Context: an optimization exercise on an open-source flow, tuned for small area, a short achievable clock period and few clock cycles per item. The choices shown serve that exercise and are no tape-out recipe.
The RTL was checked by simulation tests, not by an equivalence proof against the original design.
Power and IR drop assume default switching activity.

File: flow/config.mk
export PLATFORM = sky130hd
export DESIGN_NAME = execCoreTop
export DESIGN_NICKNAME = execCoreTop
export VERILOG_FILES = /design/flow/design.v
export SDC_FILE = /design/flow/constraint.sdc
export NUM_CORES = 4
export LEC_CHECK = 0
export CAP_MARGIN = 20
export CORE_MARGIN = 2
export CORE_UTILIZATION = 40
export SLEW_MARGIN = 20
File: flow/run.sh
#!/bin/bash
# synth_recipe.tcl (not shown) runs the flow's synth.tcl, then flattens the netlist and writes it again
# the make line also repeats each setting of config.mk as NAME=value (left out here)
make -C /OpenROAD-flow-scripts/flow DESIGN_CONFIG=/design/flow/config.mk WORK_HOME=/design/flow/orfs CLKGATE_MAP_FILE= SYNTH_SCRIPT=/design/flow/synth_recipe.tcl finish
File: flow/constraint.sdc
create_clock -name core_clock -period 5.5 [get_ports {clk}]
set_input_delay 1.1000 -clock core_clock [delete_from_list [all_inputs] [get_ports {clk}]]
set_output_delay 1.1000 -clock core_clock [all_outputs]
set_load 0.01 [all_outputs]
File: flow/design.v
package isaPkg;
    localparam int XLEN      = 32;
    localparam int REG_IDX_W = 5;
    localparam logic [REG_IDX_W-1:0] LINK_REG = 5'd31;  
    localparam logic [5:0] OP_RTYPE  = 6'h00;
    localparam logic [5:0] OP_REGIMM = 6'h01;  
    localparam logic [5:0] OP_J      = 6'h02;
    localparam logic [5:0] OP_JAL    = 6'h03;
    localparam logic [5:0] OP_BEQ    = 6'h04;
    localparam logic [5:0] OP_BNE    = 6'h05;
    localparam logic [5:0] OP_BLEZ   = 6'h06;
    localparam logic [5:0] OP_BGTZ   = 6'h07;
    localparam logic [5:0] OP_ADDI   = 6'h08;
    localparam logic [5:0] OP_ADDIU  = 6'h09;
    localparam logic [5:0] OP_SLTI   = 6'h0a;
    localparam logic [5:0] OP_SLTIU  = 6'h0b;
    localparam logic [5:0] OP_ANDI   = 6'h0c;
    localparam logic [5:0] OP_ORI    = 6'h0d;
    localparam logic [5:0] OP_XORI   = 6'h0e;
    localparam logic [5:0] OP_LUI    = 6'h0f;
    localparam logic [5:0] FN_SLL  = 6'h00;
    localparam logic [5:0] FN_SRL  = 6'h02;
    localparam logic [5:0] FN_SRA  = 6'h03;
    localparam logic [5:0] FN_SLLV = 6'h04;
    localparam logic [5:0] FN_SRLV = 6'h06;
    localparam logic [5:0] FN_SRAV = 6'h07;
    localparam logic [5:0] FN_JR   = 6'h08;
    localparam logic [5:0] FN_JALR = 6'h09;
    localparam logic [5:0] FN_ADD  = 6'h20;
    localparam logic [5:0] FN_ADDU = 6'h21;
    localparam logic [5:0] FN_SUB  = 6'h22;
    localparam logic [5:0] FN_SUBU = 6'h23;
    localparam logic [5:0] FN_AND  = 6'h24;
    localparam logic [5:0] FN_OR   = 6'h25;
    localparam logic [5:0] FN_XOR  = 6'h26;
    localparam logic [5:0] FN_NOR  = 6'h27;
    localparam logic [5:0] FN_SLT  = 6'h2a;
    localparam logic [5:0] FN_SLTU = 6'h2b;
    localparam logic [REG_IDX_W-1:0] REGIMM_BLTZ = 5'd0;
    localparam logic [REG_IDX_W-1:0] REGIMM_BGEZ = 5'd1;
    typedef struct packed {
        logic [5:0]           opcode;
        logic [REG_IDX_W-1:0] rs;
        logic [REG_IDX_W-1:0] rt;
        logic [REG_IDX_W-1:0] rd;
        logic [4:0]           shamt;
        logic [5:0]           funct;
    } rTypeT;
    typedef struct packed {
        logic [5:0]           opcode;
        logic [REG_IDX_W-1:0] rs;
        logic [REG_IDX_W-1:0] rt;
        logic [15:0]          imm;
    } iTypeT;
    typedef struct packed {
        logic [5:0]  opcode;
        logic [25:0] target;
    } jTypeT;
    typedef union packed {
        rTypeT rType;
        iTypeT iType;
        jTypeT jType;
    } instrT;
endpackage
package ctrlPkg;
    typedef enum logic [3:0] {
        ALU_ADD,
        ALU_SUB,
        ALU_AND,
        ALU_OR,
        ALU_XOR,
        ALU_NOR,
        ALU_SLT,
        ALU_SLTU,
        ALU_SLL,
        ALU_SRL,
        ALU_SRA,
        ALU_LUI
    } aluOpT;
    typedef enum logic [1:0] {
        IMM_SIGN,
        IMM_ZERO,
        IMM_NONE  
    } immKindT;
    typedef enum logic [2:0] {
        BR_NONE,
        BR_EQ,
        BR_NE,
        BR_LEZ,
        BR_GTZ,
        BR_LTZ,
        BR_GEZ
    } brCondT;
    typedef enum logic [1:0] {
        JMP_NONE,
        JMP_ABS,  
        JMP_REG   
    } jumpKindT;
    typedef struct packed {
        aluOpT                          aluOp;
        immKindT                        immKind;
        logic                           shiftByShamt;
        brCondT                         brCond;
        jumpKindT                       jumpKind;
        logic                           link;     
        logic                           writeEn;
        logic [4:0]                     destReg;
        logic                           illegal;
    } ctrlT;
    typedef struct packed {
        logic [31:0]                    instr;  
        logic [31:0]                    pc;
        logic [31:0]                    rsVal;
        logic [31:0]                    rtVal;
    } execReqT;
    typedef struct packed {
        logic [31:0]                    writeData;
        logic [4:0]                     destReg;
        logic                           writeEn;
        logic [31:0]                    nextPc;
        logic                           illegal;
    } execRespT;
endpackage
module instrDecoder (
    input  logic             clk,
    input  logic             rst,
    input  logic             wbCyc,
    input  logic             wbStb,
    input  ctrlPkg::execReqT wbDatIn,
    input  logic             wbAck,
    output logic             decValid,
    output ctrlPkg::ctrlT    decCtrl,
    output ctrlPkg::execReqT decReq
);
    logic          busy;
    logic          accept;
    isaPkg::instrT ins;
    assign accept = wbCyc && wbStb && !busy;
    assign ins    = decReq.instr;
    always_ff @(posedge clk)
    begin
        if (rst)
        begin
            busy     <= 1'b0;
            decValid <= 1'b0;
        end
        else
        begin
            decValid <= accept;
            if (accept)
                busy <= 1'b1;
            else if (wbAck)
                busy <= 1'b0;  
        end
    end
    always_ff @(posedge clk)
    begin
        if (accept)
            decReq <= wbDatIn;
    end
    always_comb
    begin
        decCtrl              = '0;
        decCtrl.aluOp        = ctrlPkg::ALU_ADD;
        decCtrl.immKind      = ctrlPkg::IMM_NONE;
        decCtrl.brCond       = ctrlPkg::BR_NONE;
        decCtrl.jumpKind     = ctrlPkg::JMP_NONE;
        decCtrl.destReg      = ins.iType.rt;  
        decCtrl.writeEn      = 1'b1;
        decCtrl.shiftByShamt = !ins.rType.funct[2];  
        case (ins.rType.opcode)
            isaPkg::OP_RTYPE:
            begin
                decCtrl.destReg = ins.rType.rd;
                case (ins.rType.funct)
                    isaPkg::FN_ADD, isaPkg::FN_ADDU: decCtrl.aluOp = ctrlPkg::ALU_ADD;
                    isaPkg::FN_SUB, isaPkg::FN_SUBU: decCtrl.aluOp = ctrlPkg::ALU_SUB;
                    isaPkg::FN_AND:                  decCtrl.aluOp = ctrlPkg::ALU_AND;
                    isaPkg::FN_OR:                   decCtrl.aluOp = ctrlPkg::ALU_OR;
                    isaPkg::FN_XOR:                  decCtrl.aluOp = ctrlPkg::ALU_XOR;
                    isaPkg::FN_NOR:                  decCtrl.aluOp = ctrlPkg::ALU_NOR;
                    isaPkg::FN_SLT:                  decCtrl.aluOp = ctrlPkg::ALU_SLT;
                    isaPkg::FN_SLTU:                 decCtrl.aluOp = ctrlPkg::ALU_SLTU;
                    isaPkg::FN_SLL, isaPkg::FN_SLLV: decCtrl.aluOp = ctrlPkg::ALU_SLL;
                    isaPkg::FN_SRL, isaPkg::FN_SRLV: decCtrl.aluOp = ctrlPkg::ALU_SRL;
                    isaPkg::FN_SRA, isaPkg::FN_SRAV: decCtrl.aluOp = ctrlPkg::ALU_SRA;
                    isaPkg::FN_JR:
                    begin
                        decCtrl.jumpKind = ctrlPkg::JMP_REG;
                        decCtrl.writeEn  = 1'b0;  
                    end
                    isaPkg::FN_JALR:
                    begin
                        decCtrl.jumpKind = ctrlPkg::JMP_REG;
                        decCtrl.link     = 1'b1;  
                    end
                    default:
                    begin
                        decCtrl.illegal = 1'b1;
                        decCtrl.writeEn = 1'b0;
                    end
                endcase
            end
            isaPkg::OP_ADDI, isaPkg::OP_ADDIU: decCtrl.immKind = ctrlPkg::IMM_SIGN;
            isaPkg::OP_SLTI:
            begin
                decCtrl.immKind = ctrlPkg::IMM_SIGN;
                decCtrl.aluOp   = ctrlPkg::ALU_SLT;
            end
            isaPkg::OP_SLTIU:
            begin
                decCtrl.immKind = ctrlPkg::IMM_SIGN;  
                decCtrl.aluOp   = ctrlPkg::ALU_SLTU;
            end
            isaPkg::OP_ANDI:
            begin
                decCtrl.immKind = ctrlPkg::IMM_ZERO;
                decCtrl.aluOp   = ctrlPkg::ALU_AND;
            end
            isaPkg::OP_ORI:
            begin
                decCtrl.immKind = ctrlPkg::IMM_ZERO;
                decCtrl.aluOp   = ctrlPkg::ALU_OR;
            end
            isaPkg::OP_XORI:
            begin
                decCtrl.immKind = ctrlPkg::IMM_ZERO;
                decCtrl.aluOp   = ctrlPkg::ALU_XOR;
            end
            isaPkg::OP_LUI:
            begin
                decCtrl.immKind = ctrlPkg::IMM_ZERO;
                decCtrl.aluOp   = ctrlPkg::ALU_LUI;
            end
            isaPkg::OP_BEQ, isaPkg::OP_BNE, isaPkg::OP_BLEZ, isaPkg::OP_BGTZ:
            begin
                decCtrl.writeEn = 1'b0;
                case (ins.iType.opcode[1:0])
                    2'b00:   decCtrl.brCond = ctrlPkg::BR_EQ;
                    2'b01:   decCtrl.brCond = ctrlPkg::BR_NE;
                    2'b10:   decCtrl.brCond = ctrlPkg::BR_LEZ;
                    default: decCtrl.brCond = ctrlPkg::BR_GTZ;
                endcase
            end
            isaPkg::OP_REGIMM:
            begin
                decCtrl.writeEn = 1'b0;
                if (ins.iType.rt == isaPkg::REGIMM_BLTZ)
                    decCtrl.brCond = ctrlPkg::BR_LTZ;
                else if (ins.iType.rt == isaPkg::REGIMM_BGEZ)
                    decCtrl.brCond = ctrlPkg::BR_GEZ;
                else
                    decCtrl.illegal = 1'b1;
            end
            isaPkg::OP_J:
            begin
                decCtrl.jumpKind = ctrlPkg::JMP_ABS;
                decCtrl.writeEn  = 1'b0;
            end
            isaPkg::OP_JAL:
            begin
                decCtrl.jumpKind = ctrlPkg::JMP_ABS;
                decCtrl.link     = 1'b1;
                decCtrl.destReg  = isaPkg::LINK_REG;
            end
            default:
            begin
                decCtrl.illegal = 1'b1;
                decCtrl.writeEn = 1'b0;
            end
        endcase
    end
endmodule
module aluExecute (
    input  logic                    clk,
    input  logic                    rst,
    input  logic                    decValid,
    input  ctrlPkg::ctrlT           decCtrl,
    input  ctrlPkg::execReqT        decReq,
    output logic                    exValid,
    output ctrlPkg::ctrlT           exCtrl,
    output logic [isaPkg::XLEN-1:0] aluResult,
    output logic                    branchTaken,
    output logic [isaPkg::XLEN-1:0] target,
    output logic [isaPkg::XLEN-1:0] pcPlus4
);
    logic [isaPkg::XLEN-1:0] rsVal;
    logic [isaPkg::XLEN-1:0] rtVal;
    logic [isaPkg::XLEN-1:0] immExt;
    logic [isaPkg::XLEN-1:0] opB;
    logic [isaPkg::XLEN-1:0] aluRes;
    logic [isaPkg::XLEN-1:0] nextSeq;
    logic [isaPkg::XLEN-1:0] tgt;
    logic [4:0]              shiftAmt;
    logic                    condTrue;
    logic [15:0]             imm;
    isaPkg::instrT           insn;
    assign insn    = decReq.instr;
    assign rsVal   = decReq.rsVal;
    assign rtVal   = decReq.rtVal;
    assign imm     = insn.iType.imm;
    assign nextSeq = decReq.pc + 32'd4;
    assign immExt = (decCtrl.immKind == ctrlPkg::IMM_SIGN) ? {{16{imm[15]}}, imm}
                                                           : {16'b0, imm};
    assign opB      = (decCtrl.immKind == ctrlPkg::IMM_NONE) ? rtVal : immExt;
    assign shiftAmt = decCtrl.shiftByShamt ? insn.rType.shamt : rsVal[4:0];
    always_comb
    begin
        case (decCtrl.aluOp)
            ctrlPkg::ALU_ADD:  aluRes = rsVal + opB;  
            ctrlPkg::ALU_SUB:  aluRes = rsVal - opB;
            ctrlPkg::ALU_AND:  aluRes = rsVal & opB;
            ctrlPkg::ALU_OR:   aluRes = rsVal | opB;
            ctrlPkg::ALU_XOR:  aluRes = rsVal ^ opB;
            ctrlPkg::ALU_NOR:  aluRes = ~(rsVal | opB);
            ctrlPkg::ALU_SLT:  aluRes = {31'b0, $signed(rsVal) < $signed(opB)};
            ctrlPkg::ALU_SLTU: aluRes = {31'b0, rsVal < opB};
            ctrlPkg::ALU_SLL:  aluRes = rtVal << shiftAmt;
            ctrlPkg::ALU_SRL:  aluRes = rtVal >> shiftAmt;
            ctrlPkg::ALU_SRA:  aluRes = $unsigned($signed(rtVal) >>> shiftAmt);
            ctrlPkg::ALU_LUI:  aluRes = {imm, 16'b0};
            default:           aluRes = '0;
        endcase
    end
    always_comb
    begin
        case (decCtrl.brCond)
            ctrlPkg::BR_EQ:  condTrue = (rsVal == rtVal);
            ctrlPkg::BR_NE:  condTrue = (rsVal != rtVal);
            ctrlPkg::BR_LEZ: condTrue = rsVal[31] || (rsVal == '0);
            ctrlPkg::BR_GTZ: condTrue = !rsVal[31] && (rsVal != '0);
            ctrlPkg::BR_LTZ: condTrue = rsVal[31];
            ctrlPkg::BR_GEZ: condTrue = !rsVal[31];
            default:         condTrue = 1'b0;
        endcase
    end
    always_comb
    begin
        case (decCtrl.jumpKind)
            ctrlPkg::JMP_ABS: tgt = {nextSeq[31:28], insn.jType.target, 2'b00};
            ctrlPkg::JMP_REG: tgt = rsVal;
            default:          tgt = nextSeq + {{14{imm[15]}}, imm, 2'b00};  
        endcase
    end
    always_ff @(posedge clk)
    begin
        if (rst)
            exValid <= 1'b0;
        else
            exValid <= decValid;
    end
    always_ff @(posedge clk)
    begin
        if (decValid)
        begin
            exCtrl      <= decCtrl;
            aluResult   <= aluRes;
            branchTaken <= condTrue || (decCtrl.jumpKind != ctrlPkg::JMP_NONE);
            target      <= tgt;
            pcPlus4     <= nextSeq;
        end
    end
endmodule
module writebackSelect (
    input  logic                    clk,
    input  logic                    rst,
    input  logic                    exValid,
    input  ctrlPkg::ctrlT           exCtrl,
    input  logic [isaPkg::XLEN-1:0] aluResult,
    input  logic                    branchTaken,
    input  logic [isaPkg::XLEN-1:0] target,
    input  logic [isaPkg::XLEN-1:0] pcPlus4,
    output logic                    wbAck,
    output ctrlPkg::execRespT       wbDatOut
);
    always_ff @(posedge clk)
    begin
        if (rst)
            wbAck <= 1'b0;
        else
            wbAck <= exValid;
    end
    always_ff @(posedge clk)
    begin
        if (exValid)
        begin
            wbDatOut.writeData <= exCtrl.link ? pcPlus4 : aluResult;
            wbDatOut.destReg   <= exCtrl.destReg;
            wbDatOut.writeEn   <= exCtrl.writeEn && (exCtrl.destReg != '0);  
            wbDatOut.nextPc    <= branchTaken ? target : pcPlus4;
            wbDatOut.illegal   <= exCtrl.illegal;
        end
    end
endmodule
module execCore (
    input  logic              clk,
    input  logic              rst,
    input  logic              wbCyc,
    input  logic              wbStb,
    input  ctrlPkg::execReqT  wbDatIn,
    output logic              wbAck,
    output ctrlPkg::execRespT wbDatOut
);
    logic                    decValid;
    ctrlPkg::ctrlT           decCtrl;
    ctrlPkg::execReqT        decReq;
    logic                    exValid;
    ctrlPkg::ctrlT           exCtrl;
    logic [isaPkg::XLEN-1:0] aluResult;
    logic                    branchTaken;
    logic [isaPkg::XLEN-1:0] target;
    logic [isaPkg::XLEN-1:0] pcPlus4;
    instrDecoder uDecoder (
        .clk      (clk),
        .rst      (rst),
        .wbCyc    (wbCyc),
        .wbStb    (wbStb),
        .wbDatIn  (wbDatIn),
        .wbAck    (wbAck),  
        .decValid (decValid),
        .decCtrl  (decCtrl),
        .decReq   (decReq)
    );
    aluExecute uExecute (
        .clk         (clk),
        .rst         (rst),
        .decValid    (decValid),
        .decCtrl     (decCtrl),
        .decReq      (decReq),
        .exValid     (exValid),
        .exCtrl      (exCtrl),
        .aluResult   (aluResult),
        .branchTaken (branchTaken),
        .target      (target),
        .pcPlus4     (pcPlus4)
    );
    writebackSelect uWriteback (
        .clk         (clk),
        .rst         (rst),
        .exValid     (exValid),
        .exCtrl      (exCtrl),
        .aluResult   (aluResult),
        .branchTaken (branchTaken),
        .target      (target),
        .pcPlus4     (pcPlus4),
        .wbAck       (wbAck),
        .wbDatOut    (wbDatOut)
    );
endmodule
module execCoreTop (
    input  logic        clk,
    input  logic        rst,
    input  logic        wbCyc,
    input  logic        wbStb,
    input  logic [31:0] wbInstr,
    input  logic [31:0] wbPc,
    input  logic [31:0] wbRsVal,
    input  logic [31:0] wbRtVal,
    output logic        wbAck,
    output logic [31:0] wbWriteData,
    output logic [4:0]  wbDestReg,
    output logic        wbWriteEn,
    output logic [31:0] wbNextPc,
    output logic        wbIllegal
);
    ctrlPkg::execReqT  req;
    ctrlPkg::execRespT resp;
    assign req.instr = wbInstr;
    assign req.pc    = wbPc;
    assign req.rsVal = wbRsVal;
    assign req.rtVal = wbRtVal;
    execCore uCore (
        .clk      (clk),
        .rst      (rst),
        .wbCyc    (wbCyc),
        .wbStb    (wbStb),
        .wbDatIn  (req),
        .wbAck    (wbAck),
        .wbDatOut (resp)
    );
    assign wbWriteData = resp.writeData;
    assign wbDestReg   = resp.destReg;
    assign wbWriteEn   = resp.writeEn;
    assign wbNextPc    = resp.nextPc;
    assign wbIllegal   = resp.illegal;
endmodule
==> qor.csv <==
stage;metric;value;unit
worst_setup_path;cell mode on critical path;inv_1;
worst_setup_path;Slowest cell on crit path;a221oi_1;
place;IO Port Bufs;203;
yosys;Synth Register Bits;316;
place;hpwl dp;71.8;mm
worst_setup_path;CP Launch Type;register;
route;routed len/inst;28.1;µm
die;Die X;246;µm
sta;worst clock skew;27.2;ps
yosys;area of the mapped netlist;23500;µm²
cells_and_area;Util after Layout;48.1;%
worst_setup_path;Worst setup EP type;register;
global_route;first-pass GRT wire length;137;mm
cells_and_area;area grow syn2layout;18.5;%
global_route;number of global-route vias before repair;20500;
place;GP Congestion;1.04;
place;Inst Count DP;3299;
worst_setup_path;WS Path Type;reg -> reg;
power;share of total power in combinational logic;20.8;%
outcome;status;complete, no violations;
power;Int Pwr;4.76;mW
power;Switching Power;2.02;mW
worst_setup_path;CP Max Fanout;11;
min_path;hold path depth;0;
route;drt via density;6.26;
die;CORE AREA;57900;µm²
sta;final hold violation count;0;
sta;setup TNS;0;ps
yosys;Yosys cell types;96;
sta;Rel. slew slack;29.2;%
yosys;Ys Warns;3;
route;initial drt markers;2482;
power;leakage power;10.4;nW
sta;final hold slack;424;ps
sta;Final Critical Period;5160;ps
route;Post-Route WL;94.6;mm
die;placement row count;88;
die;die height;246;µm
yosys;Post-synth EDFFs;304;
yosys;top_reg_cell synth;edfxtp_1;
power;clock share of power;36.4;%
die;initial core utilization;40.6;%
worst_setup_path;WP data required;5920;ps
die;Ports;204;
cts;Hold Buf Count CTS;0;
cts;Clk pin slew, worst setup/hold paths;60;ps
sta;Slew Limit Fails;0;
sta;period utilisation layout;93.9;%
yosys;share of synthesized registers carrying an async set or reset;0;%
yosys;syn nets;2665;
min_path;Hold WC Path Type;reg -> reg;
global_route;grt total ovfl;0;
route;antenna viol nets, final;0;
worst_setup_path;Critical Path Max Stage Delay;440;ps
cts;CTS HTree Levels;2;
power;Flop pwr share;42.7;%
cts;Max Root-Sink Buffers;3;
worst_setup_path;reg2reg path depth;19;
sta;final setup fails;0;
yosys;Syn Area/Cell;9.85;µm²
yosys;Mapped Cells;2387;
cells_and_area;share of cells above drive strength 1;12.1;%
cells_and_area;commonest cells after routing, fill and taps aside;304 x edfxtp_1, 203 x clkdlybuf4s50_1, 198 x nand2_1;
route;via count;21100;
sta;Max Clk Rate;0.194;GHz
cells_and_area;fillers;5422;
global_route;largest net degree at the start of global routing;81;
sta;Slew @ Worst Pin;1040;ps
cells_and_area;final net count;2853;
yosys;sequential area share after synthesis;39.8;%
sta;RSZ-0062 raised after global routing;no;
cells_and_area;multi-input logic area;13100;µm²
global_route;GRT Overall Usage;30.6;%
cells_and_area;most common cell after layout, fill and taps aside;edfxtp_1;
cells_and_area;Post-Layout Cell Count;3368;
worst_setup_path;Crit path arrival time;5580;ps
power;P per Cell Area;243;nW/µm²
die;die area;60800;µm²
worst_setup_path;crit-path cells;inv_1, ha_1, nor2_1, a21oi_2, buf_4, mux2_2, inv_1, ha_1, inv_1, a221oi_1, o211ai_1, a21oi_1, o2bb2ai_1, o21ai_0, buf_4, o22ai_1, a2111oi_2, or3_1, o21ai_0;
job;Max-cap violations;0;
cts;Worst-Skew Late Latency;590;ps
power;Sw Share;29.8;%
cells_and_area;Register Area;9380;µm²
cts;Num CTS Buffers;37;
route;DR pass1 iterations;6;
global_route;initial antenna violation count;3;
cts;Sink Count;316;
cts;Root Buffer;clkbuf_16;
power;peak supply drop;224;µV
route;drt drc;0;
cts;CTS tree;yes;
[worst max-delay path: cells and delay by family (launching register included)]
| kind | cells | cell delay (ps) |
|---|---|---|
| compound gates | 9 | 2330 |
| buf+inv | 5 | 740 |
| fa+ha+maj | 2 | 610 |
| simple gates | 2 | 500 |
| flops | 1 | 430 |
| mux | 1 | 390 |
[cells in the mapped netlist, drive strengths merged (39+ instances only)]
cell type  count  area share [%]
nand2        200             3.2
nor2         167             2.7
ha           143             7.6
inv          115             1.8
edfxtp       304              39
buf           69             1.7
nor3          56             1.4
mux2i        105             4.6
a21oi        196             4.2
clkbuf        81             1.3
o21ai        137             2.9
xnor2         39             1.5
mux2          91             4.4
nand3         69             1.6
xor2          53             2.0
[final cells by class]
type / instances / share of cell area [%]
clock inverter: 22 / 0.853
sequential: 316 / 33.6
tap: 765 / 3.43
antenna: 1 / 0.00898
inverter: 115 / 1.57
clock buffer: 44 / 3.49
multi-input combinational: 1806 / 46.9
timing repair buffer: 299 / 10.1
[registers in the layout, indices dropped and copies added, names as in the netlist, 8 cells and up, named ones only]
| name | count |
|---|---|
| uCore.uExecute.aluResult | 32 |
| uCore.uExecute.exCtrl | 8 |
| uCore.uWriteback.wbDatOut | 71 |
| uCore.uDecoder.decReq | 128 |
| uCore.uExecute.target | 32 |
| uCore.uExecute.pcPlus4 | 32 |
[metrics by stage]
step | worst slack [ps] | cell area, µm² | power (mW)
global route | 27.0 | 27900 | 7.04
floorplan | 507 | 23500 | 3.78
CTS | 277 | 27900 | 6.80
global placement | 437 | 26600 | 4.30
finish | 336 | 27900 | 6.78
detailed placement | 307 | 26600 | 4.31
[final timing paths]
check	from	end	slack (ps)
worst min-delay path	uCore.uExecute.exCtrl[0]$_DFFE_PP_	uCore.uWriteback.wbDatOut[0]$_DFFE_PP_	420
worst max register to register	uCore.uDecoder.decReq[122]$_DFFE_PP_	uCore.uExecute.aluResult[30]$_DFFE_PP_	340
worst min register to register	uCore.uExecute.exCtrl[0]$_DFFE_PP_	uCore.uWriteback.wbDatOut[0]$_DFFE_PP_	420
worst max-delay path	uCore.uDecoder.decReq[122]$_DFFE_PP_	uCore.uExecute.aluResult[30]$_DFFE_PP_	340
[power groups by stage]
stage	sequential (mW)	combinational, mW	clock [mW]
after floorplan	2.88	0.897	0
after global placement	2.94	1.36	0
after detailed placement	2.94	1.37	0
after CTS	2.89	1.38	2.52
final	2.90	1.41	2.47
after global routing	2.90	1.52	2.62
[logic make-up (layout without fill, tap and decap cells)]
kind of cell,Yosys count,in the layout,synth area share [%]
and+or+nand+nor,634,634,12.8
adders and majority gates,146,146,7.86
AOI/OAI and AO/OA,718,718,20.4
muxes,216,216,10.9
other,0,1,0
xor gates and xnor gates,92,92,3.43
DFF,316,316,39.8
buffers and inverters,265,480,4.80
[metal layers]
layer	global-route usage, %	vias to the layer above	share of wire [%]
met5	0	-	0.027
li1	-	9408	-
met4	15.6	4	5.7
met1	41.1	10300	42
met2	46.3	1150	43
met3	6.73	261	9.5
[timing repair]
item                                    CTS  global route
gates resized for setup                   0             1
buffers inserted                          0             2
endpoints found under the setup margin    0             7
Testbench counts, summed over its fixed seeds: cycles 9,600, items 2,400.

==> afterwards: timing with drivers on the ports <==
The results above use ideal ports. As a check the final layout listed here was re-extracted and re-timed, cells and wires unchanged.
Step 1 (the two cells are an assumption about what drives the block):
set clk [get_ports {clk}]
set_driving_cell -lib_cell sky130_fd_sc_hd__clkbuf_16 $clk
set_driving_cell -lib_cell sky130_fd_sc_hd__buf_2 [delete_from_list [all_inputs] $clk]
Step 2 also shifts input and output timing later by t, the mid clock arrival at the registers, as if the neighbouring blocks saw the same clock.
Three values: ideal ports, drivers, drivers and shift; two values: the first two.
shift t [ns]: 0.633
setup slack, ns: 0.336 / 0.336 / 0.336
clock arrival spread, ns: 0.027 / 0.027
worst slew at a driven data input, ns: 0.06
cell pins on the clock port's net: 1
After both steps this run still meets setup and hold. The setup slack of this run moves by 0.000 ns with the drivers and by 0.000 ns with both steps.
